Source: an optimization exercise on an open RTL-to-GDS flow (aim: small area, a short achievable clock period and few clock cycles). Production flows keep margins and buffers that such runs may drop.
Only simulation tests tie the RTL to the original design; equivalence was not proved.
Power is estimated from default activity; no workload was simulated.

`flow/run.sh`:
```
#!/bin/bash
# synth_recipe.tcl (not shown) runs the flow's synth.tcl, then flattens the netlist and writes it again
# the make line also repeats each setting of config.mk as NAME=value (left out here)
make -C /OpenROAD-flow-scripts/flow DESIGN_CONFIG=/design/flow/config.mk WORK_HOME=/design/flow/orfs CLKGATE_MAP_FILE= SYNTH_SCRIPT=/design/flow/synth_recipe.tcl finish
```
`flow/constraint.sdc`:
```
create_clock -name core_clock -period 6.5 [get_ports {clock}]
set_input_delay 1.3000 -clock core_clock [delete_from_list [all_inputs] [get_ports {clock}]]
set_output_delay 1.3000 -clock core_clock [all_outputs]
set_load 0.01 [all_outputs]
```
`flow/design.v`:
```
package sobelPkg;
	typedef logic [7:0]  grayT;  
	typedef logic [15:0] rgbT;   
	typedef enum logic [1:0] {
		viewGray,       
		viewEdge,       
		viewThreshold   
	} viewModeT;
	typedef enum logic [1:0] {
		pixelOutside,   
		pixelBorder,    
		pixelInterior   
	} pixelClassT;
	localparam int thresholdCount = 7;  
	function automatic grayT thresholdTable(input logic [2:0] index);
		case (index)
			3'd0:    thresholdTable = 8'd50;
			3'd1:    thresholdTable = 8'd100;
			3'd2:    thresholdTable = 8'd120;
			3'd3:    thresholdTable = 8'd140;
			3'd4:    thresholdTable = 8'd160;
			3'd5:    thresholdTable = 8'd180;
			3'd6:    thresholdTable = 8'd200;
			default: thresholdTable = 8'd220;
		endcase
	endfunction
	function automatic rgbT toRgb565(input grayT gray);
		toRgb565 = {gray[7:3], gray[7:2], gray[7:3]};  
	endfunction
endpackage
`timescale 1ns/1ps
module frameScanner #(
	parameter int imageWidth   = 16,
	parameter int imageHeight  = 12,
	parameter int screenWidth  = 20,
	parameter int screenHeight = 14,
	localparam int depth     = imageWidth * imageHeight,
	localparam int addrWidth = $clog2(depth),
	localparam int xWidth    = $clog2(screenWidth),
	localparam int yWidth    = $clog2(screenHeight)
) (
	input  logic                 clock,
	input  logic                 resetApp,
	input  logic                 loadValid,
	input  logic [addrWidth-1:0] loadAddr,
	input  sobelPkg::grayT       loadData,
	input  logic                 modeGray,    
	input  logic                 pixelValid,
	input  logic                 pixelReady,
	input  logic                 skidValid,
	input  logic                 lastPixel,   
	input  logic                 s2Valid,
	output logic                 rotate,
	output logic                 wrValid,
	output logic [addrWidth-1:0] wrPlace,
	output sobelPkg::grayT       wrData,
	output logic                 go,          
	output logic                 cmdIssue,    
	output logic                 cmdOutside,  
	output logic                 cmdBorder    
);
	localparam int centre = imageWidth + 1;  
	logic [addrWidth-1:0] sAfter;
	logic                 started;  
	logic [xWidth-1:0]    fx;       
	logic [yWidth-1:0]    fy;
	logic                 fImage;   
	logic                 fBorder;  
	logic [2:0]           lag;      
	logic                 hold;     
	logic                 ldValid1;  
	logic [addrWidth-1:0] ldAddr1;
	sobelPkg::grayT       ldData1;
	logic [addrWidth-1:0] sLoad;    
	logic needsWindow, aligned, startedNext, goNext, rotateOk;
	logic pixelOk, issueNext, rotateIssue, rotateNext, pop, push;
	logic [xWidth-1:0] nx;
	logic [yWidth-1:0] ny;
	assign needsWindow = fImage && (modeGray || !fBorder || !started);
	assign startedNext = !resetApp && (started || (aligned && !ldValid1));
	assign pop  = pixelValid && pixelReady;
	assign push = go && s2Valid;
	assign goNext = !resetApp && (skidValid ? (pop && !push) : (!pixelValid || pop || !push));
	assign rotateOk = !hold;
	assign pixelOk  = needsWindow ? (lag == 3'd0 && rotateOk)
	                              : (!fImage || rotateOk || lag != 3'd7);
	assign issueNext   = startedNext && goNext && pixelOk;
	assign rotateIssue = startedNext && rotateOk && (lag != 3'd0 || (issueNext && fImage));
	assign rotateNext  = startedNext ? rotateIssue : !aligned;
	function automatic logic [addrWidth-1:0] decMod(input logic [addrWidth-1:0] v);
		decMod = (v == '0) ? addrWidth'(depth - 1) : v - 1'b1;
	endfunction
	function automatic logic [addrWidth-1:0] lineUp(input logic [addrWidth-1:0] v);
		lineUp = (v == addrWidth'(centre)) ? v : decMod(v);
	endfunction
	logic [addrWidth-1:0] sNorm, sDec;
	assign sNorm = (sAfter >= addrWidth'(depth)) ? sAfter - addrWidth'(depth) : sAfter;
	assign sDec  = decMod(sNorm);
	always_ff @(posedge clock) begin
		rotate  <= rotateNext;
		sAfter  <= rotateNext ? sDec : sNorm;
		aligned <= rotateNext ? (sDec == addrWidth'(centre)) : (sNorm == addrWidth'(centre));
		sLoad   <= rotateNext ? lineUp(sDec) : lineUp(sNorm);
	end
	logic [4:0] placeCol, rowKept, rowCarried, placeRow;
	always_comb begin
		placeCol   = 5'(ldAddr1[3:0]) + 5'(sLoad[3:0]);
		rowKept    = 5'(ldAddr1[7:4]) + 5'(sLoad[7:4]);
		rowCarried = 5'(ldAddr1[7:4]) + 5'(sLoad[7:4]) + 5'd1;
		if (rowKept >= 5'(imageHeight))    rowKept    = rowKept - 5'(imageHeight);
		if (rowCarried >= 5'(imageHeight)) rowCarried = rowCarried - 5'(imageHeight);
		placeRow = placeCol[4] ? rowCarried : rowKept;
	end
	always_ff @(posedge clock) begin
		ldValid1 <= loadValid;
		ldAddr1  <= loadAddr;
		ldData1  <= loadData;
		wrValid  <= ldValid1;
		wrPlace  <= {placeRow[3:0], placeCol[3:0]};
		wrData   <= ldData1;
	end
	always_comb begin
		nx = fx + 1'b1;
		ny = fy;
		if (fx == xWidth'(screenWidth - 1)) begin
			nx = '0;
			ny = (fy == yWidth'(screenHeight - 1)) ? '0 : fy + 1'b1;
		end
	end
	always_ff @(posedge clock or posedge resetApp) begin
		if (resetApp) begin
			started    <= 1'b0;
			fx         <= '0;
			fy         <= '0;
			fImage     <= 1'b1;
			fBorder    <= 1'b1;
			lag        <= '0;
			hold       <= 1'b0;
			go         <= 1'b0;
			cmdIssue   <= 1'b0;
			cmdOutside <= 1'b0;
			cmdBorder  <= 1'b0;
		end else begin
			started    <= startedNext;
			go         <= goNext;
			cmdIssue   <= issueNext;
			cmdOutside <= !fImage;
			cmdBorder  <= fBorder;
			if (hold)                                       lag <= lag + 3'(issueNext && fImage);
			else if (!(issueNext && fImage) && lag != 3'd0) lag <= lag - 1'b1;
			hold       <= (hold && !(pop && lastPixel)) ||
			              (rotateIssue && sAfter == addrWidth'(centre + 1));
			if (issueNext) begin
				fx      <= nx;
				fy      <= ny;
				fImage  <= (nx < xWidth'(imageWidth)) && (ny < yWidth'(imageHeight));
				fBorder <= (nx == '0) || (nx == xWidth'(imageWidth - 1)) ||
				           (ny == '0) || (ny == yWidth'(imageHeight - 1));
			end
		end
	end
endmodule
`timescale 1ns/1ps
module imageMemory #(
	parameter int imageWidth  = 16,
	parameter int imageHeight = 12,
	localparam int depth     = imageWidth * imageHeight,
	localparam int addrWidth = $clog2(depth)
) (
	input  logic                 clock,
	input  logic                 rotate,    
	input  logic                 wrValid,   
	input  logic [addrWidth-1:0] wrPlace,
	input  sobelPkg::grayT       wrData,
	output sobelPkg::grayT       tapP1, tapP2, tapP3, tapP4, tapP5,
	output sobelPkg::grayT       tapP6, tapP7, tapP8, tapP9,  
	output logic [8:0]           tapPhase                     
);
	logic               phase;  
	logic [9:0]         phaseCopy;  
	logic [depth*8-1:0] ring;   
	sobelPkg::grayT     wrStored;
	logic [imageHeight-1:0] selRow;  
	logic [imageWidth-1:0]  selCol;
	always_ff @(posedge clock) begin
		phase     <= !phase;
		phaseCopy <= {phaseCopy[8:0], phase};
	end
	assign wrStored = wrData ^ {8{phase}};
	always_comb begin
		for (int i = 0; i < 9; i++) tapPhase[i] = phaseCopy[i + 1] ^ ((i + 1) % 2 == 0);
	end
	always_comb begin
		selRow = '0;
		selCol = '0;
		selRow[wrPlace[7:4]] = wrValid;
		selCol[wrPlace[3:0]] = 1'b1;
	end
	genvar k, b;
	generate
		for (k = 0; k < depth; k++) begin : g_place
			logic keep, shift, write;
			ringSelect u_select (
				.rotate, .rotateN(!rotate), .selRow(selRow[k / imageWidth]), .selCol(selCol[k % imageWidth]),
				.keep, .shift, .write
			);
			for (b = 0; b < 8; b++) begin : g_bit
				ringBit u_bit (
					.clock, .keep, .shift, .write, .next(ring[8*((k + 1) % depth) + b]),
					.data(wrStored[b]), .stored(ring[8*k + b])
				);
			end
		end
	endgenerate
	assign tapP1 = ring[8*0 +: 8];
	assign tapP2 = ring[8*1 +: 8];
	assign tapP3 = ring[8*2 +: 8];
	assign tapP4 = ring[8*imageWidth +: 8];
	assign tapP5 = ring[8*(imageWidth + 1) +: 8];
	assign tapP6 = ring[8*(imageWidth + 2) +: 8];
	assign tapP7 = ring[8*(2*imageWidth) +: 8];
	assign tapP8 = ring[8*(2*imageWidth + 1) +: 8];
	assign tapP9 = ring[8*(2*imageWidth + 2) +: 8];
endmodule
module ringSelect (
	input  logic rotate,
	input  logic rotateN,  
	input  logic selRow,
	input  logic selCol,
	output logic keep,
	output logic shift,
	output logic write
);
	assign write = selRow && selCol;
	assign keep  = !(rotate || write);
	assign shift = !(rotateN || write);
endmodule
module ringBit (
	input  logic clock,
	input  logic keep,
	input  logic shift,
	input  logic write,
	input  logic next,    
	input  logic data,
	output logic stored
);
	always_ff @(posedge clock) begin
		stored <= !((stored && keep) || (next && shift) || (data && write));
	end
endmodule
`timescale 1ns/1ps
module sobelKernel (
	input  logic           clock,
	input  logic           resetApp,
	input  logic           go,
	input  logic           cmdIssue,
	input  logic           cmdOutside,
	input  logic           cmdBorder,
	input  logic           modeGray,
	input  sobelPkg::grayT tapP1, tapP2, tapP3, tapP4, tapP5,
	input  sobelPkg::grayT tapP6, tapP7, tapP8, tapP9,  
	input  logic [8:0]     tapPhase,                    
	output logic           s3Valid,
	output sobelPkg::grayT s3Magnitude
);
	function automatic logic [9:0] sum121(input sobelPkg::grayT a, b, c, input logic p);
		logic [9:0] sumBits, carryBits;
		sumBits   = '0;
		carryBits = '0;
		sumBits[0]   = a[0] ^ c[0];
		carryBits[1] = p ? (!a[0] && !c[0]) : (a[0] && c[0]);
		for (int i = 1; i < 8; i++) begin
			sumBits[i]     = a[i] ^ b[i-1] ^ c[i] ^ p;
			carryBits[i+1] = ((a[i] && b[i-1]) || (a[i] && c[i]) || (b[i-1] && c[i])) ^ p;
		end
		sumBits[8] = b[7] ^ p;
		sum121 = sumBits + carryBits;
	endfunction
	function automatic sobelPkg::grayT gradient(input logic [9:0] a, b);
		logic [8:0] diff;
		diff = {1'b0, a[7:0]} - {1'b0, b[7:0]};
		if (b[9:8] != 2'b00)      gradient = 8'd0;
		else if (a[9:8] != 2'b00) gradient = ~b[7:0];
		else                      gradient = diff[8] ? 8'd0 : diff[7:0];
	endfunction
	logic           s1Valid, s2Valid, s1Outside, s1Border;
	logic [9:0]     s1Top, s1Bottom, s1Left, s1Right;
	sobelPkg::grayT s2GradX, s2GradY;
	logic [8:0]     gradSum;
	always_ff @(posedge clock or posedge resetApp) begin
		if (resetApp) begin
			s1Valid <= 1'b0;
			s2Valid <= 1'b0;
			s3Valid <= 1'b0;
		end else if (go) begin
			s1Valid <= cmdIssue;
			s2Valid <= s1Valid;
			s3Valid <= s2Valid;
		end
	end
	assign gradSum = {1'b0, s2GradY} + {1'b0, s2GradX};
	always_ff @(posedge clock) begin
		if (go) begin
			s1Outside <= cmdOutside;
			s1Border  <= cmdBorder;
			s1Top     <= modeGray ? 10'(tapP5 ^ {8{tapPhase[4]}}) : sum121(tapP1, tapP2, tapP3, tapPhase[1]);
			s1Bottom  <= sum121(tapP7, tapP8, tapP9, tapPhase[7]);
			s1Left    <= sum121(tapP1, tapP4, tapP7, tapPhase[3]);
			s1Right   <= sum121(tapP3, tapP6, tapP9, tapPhase[5]);
			if (s1Outside) begin
				s2GradY <= 8'd0;
				s2GradX <= 8'd0;
			end else if (modeGray) begin
				s2GradY <= s1Top[7:0];
				s2GradX <= 8'd0;
			end else if (s1Border) begin
				s2GradY <= 8'hFF;
				s2GradX <= 8'd0;
			end else begin
				s2GradY <= gradient(s1Top, s1Bottom);
				s2GradX <= gradient(s1Right, s1Left);
			end
			s3Magnitude <= gradSum[8] ? 8'hFF : gradSum[7:0];
		end
	end
endmodule
`timescale 1ns/1ps
module pixelFormatter #(
	parameter int screenWidth  = 20,
	parameter int screenHeight = 14,
	localparam int xWidth = $clog2(screenWidth),
	localparam int yWidth = $clog2(screenHeight)
) (
	input  logic              clock,
	input  logic              resetApp,
	input  logic              push,       
	input  sobelPkg::grayT    magnitude,
	input  sobelPkg::grayT    threshold,  
	output logic              skidValid,
	output logic              lastPixel,
	output logic              pixelValid,
	input  logic              pixelReady,
	output logic [xWidth-1:0] pixelX,
	output logic [yWidth-1:0] pixelY,
	output sobelPkg::rgbT     pixelData
);
	sobelPkg::grayT value, gray, skidGray;
	logic           pop;
	assign value = (magnitude < threshold) ? 8'd0 : magnitude;
	assign pop       = pixelValid && pixelReady;
	assign lastPixel = (pixelX == xWidth'(screenWidth - 1)) && (pixelY == yWidth'(screenHeight - 1));
	assign pixelData = sobelPkg::toRgb565(gray);
	always_ff @(posedge clock or posedge resetApp) begin
		if (resetApp) begin
			pixelValid <= 1'b0;
			skidValid  <= 1'b0;
			pixelX     <= '0;
			pixelY     <= '0;
		end else begin
			if (skidValid) begin
				if (pop) skidValid <= push;
			end else if (pixelValid && !pop) begin
				skidValid <= push;
			end else begin
				pixelValid <= push;
			end
			if (pop) begin
				if (pixelX == xWidth'(screenWidth - 1)) begin
					pixelX <= '0;
					pixelY <= (pixelY == yWidth'(screenHeight - 1)) ? '0 : pixelY + 1'b1;
				end else begin
					pixelX <= pixelX + 1'b1;
				end
			end
		end
	end
	always_ff @(posedge clock) begin
		if (skidValid) begin
			if (pop) begin
				gray     <= skidGray;
				skidGray <= value;
			end
		end else if (pixelValid && !pop) begin
			skidGray <= value;
		end else begin
			gray <= value;
		end
	end
endmodule
`timescale 1ns/1ps
module sobelEdgeTop #(
	parameter int imageWidth   = 16,
	parameter int imageHeight  = 12,
	parameter int screenWidth  = 20,
	parameter int screenHeight = 14,
	localparam int addrWidth = $clog2(imageWidth * imageHeight),
	localparam int xWidth    = $clog2(screenWidth),
	localparam int yWidth    = $clog2(screenHeight)
) (
	input  logic                      clock,
	input  logic                      resetApp,
	input  logic                      loadValid,
	input  logic [addrWidth-1:0]      loadAddr,
	input  sobelPkg::grayT                      loadData,
	input  sobelPkg::viewModeT                  viewMode,
	input  logic [sobelPkg::thresholdCount-1:0] thresholdSelect,
	output logic                      pixelValid,
	input  logic                      pixelReady,
	output logic [xWidth-1:0]         pixelX,
	output logic [yWidth-1:0]         pixelY,
	output sobelPkg::rgbT                       pixelData
);
	logic                 rotate, wrValid, go, cmdIssue, cmdOutside, cmdBorder;
	logic                 s3Valid, skidValid, lastPixel, modeGray;
	logic [addrWidth-1:0] wrPlace;
	logic [2:0]           thresholdIndex;
	sobelPkg::grayT       wrData, magnitude, threshold;
	sobelPkg::grayT       tapP1, tapP2, tapP3, tapP4, tapP5, tapP6, tapP7, tapP8, tapP9;
	logic [8:0]           tapPhase;
	sobelPkg::viewModeT                  modeReg;
	logic [sobelPkg::thresholdCount-1:0] selectReg;
	always_comb begin
		case (selectReg)
			7'b0000001: thresholdIndex = 3'd1;
			7'b0000010: thresholdIndex = 3'd2;
			7'b0000100: thresholdIndex = 3'd3;
			7'b0001000: thresholdIndex = 3'd4;
			7'b0010000: thresholdIndex = 3'd5;
			7'b0100000: thresholdIndex = 3'd6;
			7'b1000000: thresholdIndex = 3'd7;
			default:    thresholdIndex = 3'd0;
		endcase
	end
	always_ff @(posedge clock) begin
		modeReg   <= viewMode;
		selectReg <= thresholdSelect;
	end
	assign modeGray = (modeReg == sobelPkg::viewGray);
	always_ff @(posedge clock) begin
		threshold <= (modeReg == sobelPkg::viewThreshold) ? sobelPkg::thresholdTable(thresholdIndex)
		                                                  : 8'd0;
	end
	frameScanner #(
		.imageWidth(imageWidth), .imageHeight(imageHeight),
		.screenWidth(screenWidth), .screenHeight(screenHeight)
	) u_frameScanner (
		.clock, .resetApp, .loadValid, .loadAddr, .loadData, .modeGray,
		.pixelValid, .pixelReady, .skidValid, .lastPixel, .s2Valid(s3Valid),
		.rotate, .wrValid, .wrPlace, .wrData, .go, .cmdIssue, .cmdOutside, .cmdBorder
	);
	imageMemory #(.imageWidth(imageWidth), .imageHeight(imageHeight)) u_imageMemory (
		.clock, .rotate, .wrValid, .wrPlace, .wrData,
		.tapP1, .tapP2, .tapP3, .tapP4, .tapP5, .tapP6, .tapP7, .tapP8, .tapP9, .tapPhase
	);
	sobelKernel u_sobelKernel (
		.clock, .resetApp, .go, .cmdIssue, .cmdOutside, .cmdBorder, .modeGray,
		.tapP1, .tapP2, .tapP3, .tapP4, .tapP5, .tapP6, .tapP7, .tapP8, .tapP9, .tapPhase,
		.s3Valid, .s3Magnitude(magnitude)
	);
	pixelFormatter #(.screenWidth(screenWidth), .screenHeight(screenHeight)) u_pixelFormatter (
		.clock, .resetApp, .push(go && s3Valid), .magnitude, .threshold,
		.skidValid, .lastPixel, .pixelValid, .pixelReady, .pixelX, .pixelY, .pixelData
	);
endmodule
```
`flow/config.mk`:
```
export PLATFORM = sky130hd
export DESIGN_NAME = sobelEdgeTop
export DESIGN_NICKNAME = sobelEdgeTop
export VERILOG_FILES = /design/flow/design.v
export SDC_FILE = /design/flow/constraint.sdc
export NUM_CORES = 4
export LEC_CHECK = 0
export CAP_MARGIN = 20
export CORE_MARGIN = 2
export CORE_UTILIZATION = 50
export CTS_CLUSTER_DIAMETER = 100
export CTS_CLUSTER_SIZE = 26
export SETUP_SLACK_MARGIN = 3.8
export SLEW_MARGIN = 20
export SYNTH_HIERARCHICAL = 1
```
==> flow_metrics.py <==
metrics = {
    "placed_design": {
        "dpl_cell_area_mm2": 0.0650,
        "globalplace.congestion": 0.822,
        "numPortBuffers": 54,
        "hpwl_mm": 99.2,
    },
    "hold_path": {
        "holdCritPathClass": "reg2reg",
        "min_from": "u_frameScanner.ldData1[4]$_DFF_P_",
        "holdPathStages": 0,
        "holdPathEnd": "u_frameScanner.wrData[4]$_DFF_P_",
    },
    "drt": {
        "met3_length_mm": 14.2,
        "dr_total_vias": 50400,
        "met2_length_mm": 83.0,
        "viasPerCell": 7.39,
        "wl_per_cell_um": 26.1,
        "highest_layer": "met4",
        "met1Wirelength_mm": 76.8,
        "route.detailed.drc": 0,
        "ant_nets": 0,
        "routed_wl_mm": 178,
        "dr.pass1.iters": 17,
        "first_iter_violations": 11100,
    },
    "synthesis": {
        "synth_area_mm2": 0.0625,
        "avgSynthCellArea_um2": 12.5,
        "yosys_warnings": 12,
        "syn_nets": 5145,
        "netlist_instances": 4978,
    },
    "timing": {
        "setup_tns_ps": 0,
        "slew_violations": 110,
        "finalHoldViolCount": 0,
        "rsz0062_at_grt": "true",
        "finalSetupViolCount": 0,
        "worst_pin_slew_ps": 1610,
        "timing.slew.headroom_pct": -7.42,
        "final.min_clock_period_ps": 2700,
        "timing.final.crit_share_pct": 41.5,
        "timing.fmax_mhz": 371,
        "skew_ps": 26.2,
    },
    "grt": {
        "grt_max_degree": 193,
        "track_usage_pct": 26.5,
        "grt-ovfl-total": 0,
        "antenna_found_initial": 1,
        "grt_pass1_wl_mm": 275,
        "grt_pass1_vias": 47600,
    },
    "clocking": {
        "clock_sinks": 1726,
        "cts_hold_buf": 0,
        "cts_root_buffer": "clkbuf_16",
        "clock_path_buffers": 3,
        "cts_buffers": 76,
        "cts_tree": "built",
        "htree_num_levels": 3,
        "clock_latency_ps": 700,
        "path_clk_slew_ps": 110,
    },
    "floorplan": {
        "start_util_pct": 50.5,
        "dieArea_mm2": 0.128,
        "fp.coreArea_mm2": 0.124,
        "placementRows": 129,
        "io_pins": 55,
        "die_w_um": 357,
        "dieHeight_um": 357,
    },
    "setup_path": {
        "critPathRequiredTime_ps": 7100,
        "path_delay_family": "adder cells",
        "timing_worst_setup_path_type": "reg2reg",
        "critPathBufInv": 0,
        "cp_cell_sequence": "ha_4 > fa_2 > nand2b_4 > and2_4 > nor2_4 > xnor2_2 > ha_2 > nand2_4 > nand2_4 > o311ai_4 > o221ai_2 > a22oi_2",
        "r2r_slack_ps": 3800,
        "start_kind": "register",
        "critPathCaptureType": "register",
        "cpMaxStageDelayCell": "fa_2",
        "worstPathMaxFanout": 4,
        "reg2reg_from": "u_frameScanner.sLoad[4]$_DFF_P_",
        "critPathMaxStageDelay_ps": 440,
        "reg2reg_depth": 12,
        "crit_top_cell": "nand2_4",
        "crit_arrival_ps": 3300,
        "rr_endpoint": "u_frameScanner.wrPlace[6]$_DFF_P_",
    },
    "final_layout": {
        "utilization_pct": 56.9,
        "drive_gt1_share_pct": 14.4,
        "area_growth_pct": 12.7,
        "fin_nets": 5332,
        "multi_input_area_mm2": 0.0278,
        "finalInstanceArea_mm2": 0.0704,
        "seqCellArea_mm2": 0.0356,
        "fillers": 10300,
    },
    "power": {
        "irDropWorstVdd_mv": 0.242,
        "leakage_uw": 0.0303,
        "p_per_area_mw_per_mm2": 326,
        "finalPower_uw": 22900,
    },
    "job": {
        "drv_cap": 0,
    },
    "run_status": {
        "failed_checks": "slew limit",
        "outcome": "failed layout checks",
    },
}
-- sequential cells by signal, summed over array words and instances (netlist names), 6 cells and up --
signal,count
u_frameScanner.sLoad,8
u_frameScanner.ldAddr1,8
u_sobelKernel.s1Bottom,10
u_imageMemory.phaseCopy,9
u_frameScanner.sAfter,8
u_frameScanner.ldData1,8
u_pixelFormatter.gray,6
u_frameScanner.wrData,8
threshold,7
u_sobelKernel.s1Top,10
u_sobelKernel.s2GradY,8
u_sobelKernel.s2GradX,8
u_sobelKernel.s1Right,10
u_pixelFormatter.skidGray,6
u_sobelKernel.s3Magnitude,8
u_sobelKernel.s1Left,10
selectReg,7
u_imageMemory.g_place.g_bit.u_bit.stored,1536
u_frameScanner.wrPlace,8
-- routing by layer --
metal	vias to the layer above	global-route usage, %
met4	0	7.32
met3	212	3.29
met2	2163	43.6
met5	-	0
li1	22800	-
met1	25200	36.6
-- how the worst max path moves through the flow --
stage	start	endpoint	slack (ps)	depth (start not counted)
final	u_frameScanner.sLoad[4]$_DFF_P_	u_frameScanner.wrPlace[6]$_DFF_P_	3800	12
after global routing	u_frameScanner.sLoad[4]$_DFF_P_	u_frameScanner.wrPlace[6]$_DFF_P_	3690	10
after CTS	u_frameScanner.wrPlace[1]$_DFF_P_	u_imageMemory.g_place[51].g_bit[6].u_bit.stored$_DFF_P_	3770	8
after detailed placement	resetApp	u_frameScanner.sLoad[0]$_DFF_P_	1630	9
after global placement	resetApp	u_frameScanner.sLoad[0]$_DFF_P_	1670	9
after floorplan	u_frameScanner.rotate$_DFF_P_	u_imageMemory.g_place[0].g_bit[0].u_bit.stored$_DFF_P_	1860	3
-- where the power goes --
| part | internal (µW) | switching [µW] |
|---|---|---|
| Combinational | 1770 | 2180 |
| Clock | 2270 | 3290 |
| Sequential | 12300 | 1120 |
-- timing repair --
item / 4_1_cts / 5_1_grt
pin swaps: 35 / 38
setup endpoints to repair: 1611 / 1562
resized for setup: 329 / 265
setup buffers: 66 / 43
cloned: 25 / 7
-- cell usage in the layout, fill, tap and decap left out, drive strengths merged, types with 16 or more instances in the layout --
cell,count
dfrtp,32
a21oi,447
nand2b,25
and2,198
o21a,20
nor3,27
dfxtp,1608
nor2b,33
a211oi,16
nand2,63
xor2,94
edfxtp,84
a21o,19
o21ai,70
nand3,25
clkbuf,105
ha,100
a222oi,1536
xnor2,45
inv,78
fa,38
buf,156
clkdlybuf4s50,26
nor2,121
-- cell type report --
type	instances	share of cell area, %
antenna	1	0.00356
clock buffer	86	2.91
clock inverter	6	0.0889
inverter	82	0.492
multi-input combinational	3062	39.5
sequential	1726	50.6
tap	1637	2.91
timing repair buffer	214	3.45
timing repair inverter	3	0.0249
-- stage by stage --
| step | setup slack (ps) | hold WS (ps) | std cells |
|---|---|---|---|
| detailed placement | 1630 | 312 | 6583 |
| finish | 3800 | 333 | 6817 |
| floorplan | 1860 | 310 | 4978 |
| global route | 3690 | 345 | 6816 |
| CTS | 3770 | 335 | 6766 |
| global placement | 1670 | 310 | 6583 |
Testbench counts, summed over its fixed seeds: cycles 38,760.

==> port drivers added, routing unchanged <==
In the flow no input, the clock included, has a driving cell. The finished layout below was timed again as built, in two steps.
Step 1 (the two cells are an assumption about what drives the block):
set clk [get_ports {clock}]
set_driving_cell -lib_cell sky130_fd_sc_hd__clkbuf_16 $clk
set_driving_cell -lib_cell sky130_fd_sc_hd__buf_2 [delete_from_list [all_inputs] $clk]
Step 2 times the ports against the registers' clock, not the clock port: input delays grow and output delays shrink by t, the midpoint of the rising clock arrivals with the driver on.
Three values: ideal, step 1, step 2; two values: the first two.
t (ns): 0.767
slack for setup (ns): 3.801 / 3.770 / 3.254
latest minus earliest clock arrival (ns): 0.032 / 0.032
slew at the worst register clock pin (ns): 0.11 / 0.11
The setup slack of this run moves by -0.031 ns with the drivers and by -0.547 ns with both steps.
